What follows belongs to an exercise in optimizing a design on an open flow for small area; a production flow would make more cautious choices. Only simulation tests tie the RTL to the original design; equivalence was not proved. Power and IR drop assume default switching activity.

==> flow/design.v <==
module wb_regfile #(
    parameter int unsigned DATA_W = 32,
    parameter int unsigned ADDR_W = 5
) (
    input  logic              clk,
    input  logic              rst_n,
    input  logic [DATA_W-1:0] wb_mem_data,
    input  logic [DATA_W-1:0] wb_alu_result,
    input  logic [ADDR_W-1:0] wb_rd,
    input  logic [1:0]        wb_control,
    input  logic [ADDR_W-1:0] rs_addr,
    input  logic [ADDR_W-1:0] rt_addr,
    output logic [DATA_W-1:0] rs_data,
    output logic [DATA_W-1:0] rt_data,
    output logic [DATA_W-1:0] wb_data,
    output logic              wb_we,
    output logic [31:0]       commit_count
);
    localparam int unsigned NUM_REGS = 1 << ADDR_W;
    assign wb_data = wb_control[0] ? wb_mem_data : wb_alu_result;
    assign wb_we   = rst_n & wb_control[1] & (wb_rd != '0);
    logic [DATA_W-1:0] row_d;
    for (genvar j = 0; j < DATA_W; j++) begin : g_rowd
        wbrf_and2 u_d (.A(wb_data[j]), .B(rst_n), .X(row_d[j]));
    end
    logic [3:0] rs_lo, rt_lo;
    logic [7:0] rs_hi, rt_hi;
    for (genvar k = 0; k < 4; k++) begin : g_plo
        assign rs_lo[k] = (rs_addr[1:0] == 2'(k));
        assign rt_lo[k] = (rt_addr[1:0] == 2'(k));
    end
    for (genvar k = 0; k < 8; k++) begin : g_phi
        assign rs_hi[k] = (rs_addr[4:2] == 3'(k));
        assign rt_hi[k] = (rt_addr[4:2] == 3'(k));
    end
    logic [NUM_REGS-1:1] row_wn;    
    logic [NUM_REGS-1:1] row_ld;    
    logic [NUM_REGS-1:1] rs_sel;    
    logic [NUM_REGS-1:1] rt_sel;
    logic                rs_byp, rt_byp;
    for (genvar i = 1; i < NUM_REGS; i++) begin : g_dec
        assign row_wn[i] = ~(wb_we & (wb_rd == ADDR_W'(i)));
        wbrf_nand2 u_ld (.A(row_wn[i]), .B(rst_n), .Y(row_ld[i]));
        wbrf_and3 u_rs (.A(rs_lo[i % 4]), .B(rs_hi[i / 4]), .C(row_wn[i]), .X(rs_sel[i]));
        wbrf_and3 u_rt (.A(rt_lo[i % 4]), .B(rt_hi[i / 4]), .C(row_wn[i]), .X(rt_sel[i]));
    end
    assign rs_byp = wb_we & (rs_addr == wb_rd);
    assign rt_byp = wb_we & (rt_addr == wb_rd);
    logic [NUM_REGS-1:1][DATA_W-1:0] regs;
    for (genvar i = 1; i < NUM_REGS; i++) begin : g_row
        always_ff @(posedge clk) begin
            if (row_ld[i]) regs[i] <= row_d;
        end
    end
    for (genvar j = 0; j < DATA_W; j++) begin : g_bit
        logic [NUM_REGS-1:1] q;    
        for (genvar i = 1; i < NUM_REGS; i++) begin : g_q
            assign q[i] = regs[i][j];
        end
        wb_regfile_rd32 u_rs (
            .d({q, row_d[j]}), .s({rs_sel, rs_byp}), .y(rs_data[j])
        );
        wb_regfile_rd32 u_rt (
            .d({q, row_d[j]}), .s({rt_sel, rt_byp}), .y(rt_data[j])
        );
    end
    always_ff @(posedge clk) begin
        if (!rst_n) begin
            commit_count <= '0;
        end else if (wb_we) begin
            commit_count <= commit_count + 32'd1;
        end
    end
endmodule
module wb_regfile_rd32 (
    input  logic [31:0] d,
    input  logic [31:0] s,
    output logic        y
);
    logic [10:0] n;
    logic [2:0]  p;
    for (genvar g = 0; g < 10; g++) begin : g_aoi
        wbrf_a222oi u_aoi (
            .A1(d[3*g]),   .A2(s[3*g]),
            .B1(d[3*g+1]), .B2(s[3*g+1]),
            .C1(d[3*g+2]), .C2(s[3*g+2]),
            .Y(n[g])
        );
    end
    wbrf_a22oi u_aoi_last (
        .A1(d[30]), .A2(s[30]), .B1(d[31]), .B2(s[31]), .Y(n[10])
    );
    wbrf_nand4 u_nd0 (.A(n[0]), .B(n[1]), .C(n[2]),  .D(n[3]), .Y(p[0]));
    wbrf_nand4 u_nd1 (.A(n[4]), .B(n[5]), .C(n[6]),  .D(n[7]), .Y(p[1]));
    wbrf_nand3 u_nd2 (.A(n[8]), .B(n[9]), .C(n[10]), .Y(p[2]));
    wbrf_or3   u_or  (.A(p[0]), .B(p[1]), .C(p[2]),  .X(y));
endmodule
module wbrf_a222oi (
    input  logic A1, A2, B1, B2, C1, C2,
    output logic Y
);
    assign Y = ~((A1 & A2) | (B1 & B2) | (C1 & C2));
endmodule
module wbrf_a22oi (
    input  logic A1, A2, B1, B2,
    output logic Y
);
    assign Y = ~((A1 & A2) | (B1 & B2));
endmodule
module wbrf_nand4 (
    input  logic A, B, C, D,
    output logic Y
);
    assign Y = ~(A & B & C & D);
endmodule
module wbrf_nand3 (
    input  logic A, B, C,
    output logic Y
);
    assign Y = ~(A & B & C);
endmodule
module wbrf_nand2 (
    input  logic A, B,
    output logic Y
);
    assign Y = ~(A & B);
endmodule
module wbrf_or3 (
    input  logic A, B, C,
    output logic X
);
    assign X = A | B | C;
endmodule
module wbrf_and3 (
    input  logic A, B, C,
    output logic X
);
    assign X = A & B & C;
endmodule
module wbrf_and2 (
    input  logic A, B,
    output logic X
);
    assign X = A & B;
endmodule
==> flow/config.mk <==
export PLATFORM = sky130hd
export DESIGN_NAME = wb_regfile
export DESIGN_NICKNAME = wb_regfile
export VERILOG_FILES = /design/flow/design.v
export SDC_FILE = /design/flow/constraint.sdc
export NUM_CORES = 4
export LEC_CHECK = 0
export CAP_MARGIN = 0
export CORE_MARGIN = 2
export CORE_UTILIZATION = 60
export SLEW_MARGIN = 0
export SYNTH_HIERARCHICAL = 1
==> flow/constraint.sdc <==
create_clock -name core_clock -period 6.0 [get_ports {clk}]
set_input_delay 1.2000 -clock core_clock [delete_from_list [all_inputs] [get_ports {clk}]]
set_output_delay 1.2000 -clock core_clock [all_outputs]
set_load 0.01 [all_outputs]
standard.sh (not shown) runs the stock make flow with config.mk's settings and CLKGATE_MAP_FILE= SYNTH_SCRIPT=/design/flow/synth_recipe.tcl, a recipe that flattens the netlist after the stock synthesis.
==> flow/flow/run.sh <==
#!/bin/bash
# Own layout flow: the standard ORFS flow (standard synthesis unchanged), with
#  - port buffers of the smallest buffer cell instead of the default delay-cell choice;
#  - clock tree of clkbuf_8 cells over clusters of at most 16 flip-flops, without dummy loads;
#  - after floorplanning, gate strengths set for their loads (flow/presize.tcl).
# ORFS writes each tool's full log under orfs/logs; make's own output goes to flow_make.log.
set -euo pipefail
bash standard.sh \
  "BUFFER_PORTS_ARGS=-buffer_cell sky130_fd_sc_hd__buf_1" \
  "CTS_ARGS=-sink_clustering_enable -repair_clock_nets -dont_use_dummy_load -buf_list sky130_fd_sc_hd__clkbuf_8 -sink_clustering_size 16 -sink_clustering_max_diameter 80" \
  "POST_FLOORPLAN_TCL=$PWD/flow/presize.tcl" \
  finish > flow_make.log 2>&1
==> flow/flow/presize.tcl <==
# After floorplanning, before placement:
#  - synthesis maps the two-term AND-OR-invert gates of the read selects to the double-strength
#    cell, though each drives a single NAND input: use the single-strength cell;
#  - gates whose output fans out to a whole row or column of the array (read selects, row
#    loads, row data) are set to the x4 strength of the same function, so that they drive
#    their net directly rather than through an added buffer.
set db [ord::get_db]
set n_dn 0
set n_up 0
foreach inst [[ord::get_db_block] getInsts] {
  set m [[$inst getMaster] getName]
  if {$m eq "sky130_fd_sc_hd__a22oi_2"} {
    $inst swapMaster [$db findMaster sky130_fd_sc_hd__a22oi_1]
    incr n_dn
    continue
  }
  if {![regexp {^(sky130_fd_sc_hd__(and2|and3|nand2|nor2|nand3))_[12]$} $m -> base]} { continue }
  set fo 0
  foreach it [$inst getITerms] {
    if {[$it isOutputSignal] && [$it getNet] ne "NULL"} {
      set fo [expr {[llength [[$it getNet] getITerms]] - 1}]
    }
  }
  if {$fo >= 16} {
    set big [$db findMaster ${base}_4]
    if {$big ne "NULL"} {
      $inst swapMaster $big
      incr n_up
    }
  }
}
puts "presize.tcl: $n_dn a22oi_2 set to a22oi_1, $n_up high-fanout gates set to x4"
==> next run, changes <==
--- a/flow/design.v
+++ b/flow/design.v
@@ -61,18 +61,44 @@
             .d({q, row_d[j]}), .s({rs_sel, rs_byp}), .y(rs_data[j])
         );
         wb_regfile_rd32 u_rt (
             .d({q, row_d[j]}), .s({rt_sel, rt_byp}), .y(rt_data[j])
         );
     end
+    logic [31:0] cnt_cin;     
+    logic [31:0] cnt_xn;      
+    logic [31:0] cnt_d;
+    logic [7:0]  blk_cin;     
+    logic [6:0]  blk_all;     
+    logic        rst;
+    assign rst        = ~rst_n;
+    assign blk_cin[0] = wb_we;
+    for (genvar k = 0; k < 8; k++) begin : g_cblk
+        if (k < 7) begin : g_chain
+            wbrf_and4 u_all (
+                .A(commit_count[4*k]),   .B(commit_count[4*k+1]),
+                .C(commit_count[4*k+2]), .D(commit_count[4*k+3]), .X(blk_all[k])
+            );
+            wbrf_and2 u_next (.A(blk_cin[k]), .B(blk_all[k]), .X(blk_cin[k+1]));
+        end
+        assign cnt_cin[4*k] = blk_cin[k];
+        wbrf_and2 u_c1 (.A(blk_cin[k]), .B(commit_count[4*k]), .X(cnt_cin[4*k+1]));
+        wbrf_and3 u_c2 (
+            .A(blk_cin[k]), .B(commit_count[4*k]), .C(commit_count[4*k+1]), .X(cnt_cin[4*k+2])
+        );
+        wbrf_and4 u_c3 (
+            .A(blk_cin[k]), .B(commit_count[4*k]), .C(commit_count[4*k+1]),
+            .D(commit_count[4*k+2]), .X(cnt_cin[4*k+3])
+        );
+    end
+    for (genvar i = 0; i < 32; i++) begin : g_cbit
+        wbrf_xnor2 u_x (.A(commit_count[i]), .B(cnt_cin[i]), .Y(cnt_xn[i]));
+        wbrf_nor2  u_r (.A(cnt_xn[i]), .B(rst), .Y(cnt_d[i]));
+    end
     always_ff @(posedge clk) begin
-        if (!rst_n) begin
-            commit_count <= '0;
-        end else if (wb_we) begin
-            commit_count <= commit_count + 32'd1;
-        end
+        commit_count <= cnt_d;
     end
 endmodule
 module wb_regfile_rd32 (
     input  logic [31:0] d,
     input  logic [31:0] s,
     output logic        y
@@ -134,12 +160,30 @@
 module wbrf_and3 (
     input  logic A, B, C,
     output logic X
 );
     assign X = A & B & C;
 endmodule
+module wbrf_and4 (
+    input  logic A, B, C, D,
+    output logic X
+);
+    assign X = A & B & C & D;
+endmodule
+module wbrf_xnor2 (
+    input  logic A, B,
+    output logic Y
+);
+    assign Y = ~(A ^ B);
+endmodule
+module wbrf_nor2 (
+    input  logic A, B,
+    output logic Y
+);
+    assign Y = ~(A | B);
+endmodule
 module wbrf_and2 (
     input  logic A, B,
     output logic X
 );
     assign X = A & B;
 endmodule
- The changed run ran to the end with no violations
- final area is about the same
- non-clock buffer count fell by 1
- core utilization is about the same
- global-route usage grows by 1.5 points
- critical path depth does not change
- area after synthesis is about the same
- sequential power is about the same
- sequential share of layout area stays flat
- worst setup slack gains 69 ps
- routed wire length is higher by a few percent
- synthesized cell count goes down slightly
- total power climbs slightly

static timing again, ports no longer ideal:
No port has a modelled driver above. Below, the same layouts with a new extraction and two added sets of constraints.
Step 1: set_driving_cell puts a clkbuf_16 on clk and a buf_2 on each other input, an assumption about the parent block.
Step 2 also shifts input and output timing later by t, the mid clock arrival at the registers, as if the neighbouring blocks saw the same clock.
a / b / c = ideal ports / drivers / drivers and shift; a / b = the first two.
run	shift t [ns]	slack for setup (ns)	worst setup path after step 2	latest minus earliest clock arrival (ns)	worst data-port slew with drivers (ns)
the first run	0.750	0.226 / 0.202 / 0.202	input to output	0.057 / 0.058	0.04
the second run	0.748	0.295 / 0.264 / 0.264	input to output	0.101 / 0.101	0.06
After both steps every run listed still meets setup and hold. The setup slack of the second run, which loses most, moves by -0.031 ns with the drivers and by -0.031 ns with both steps.
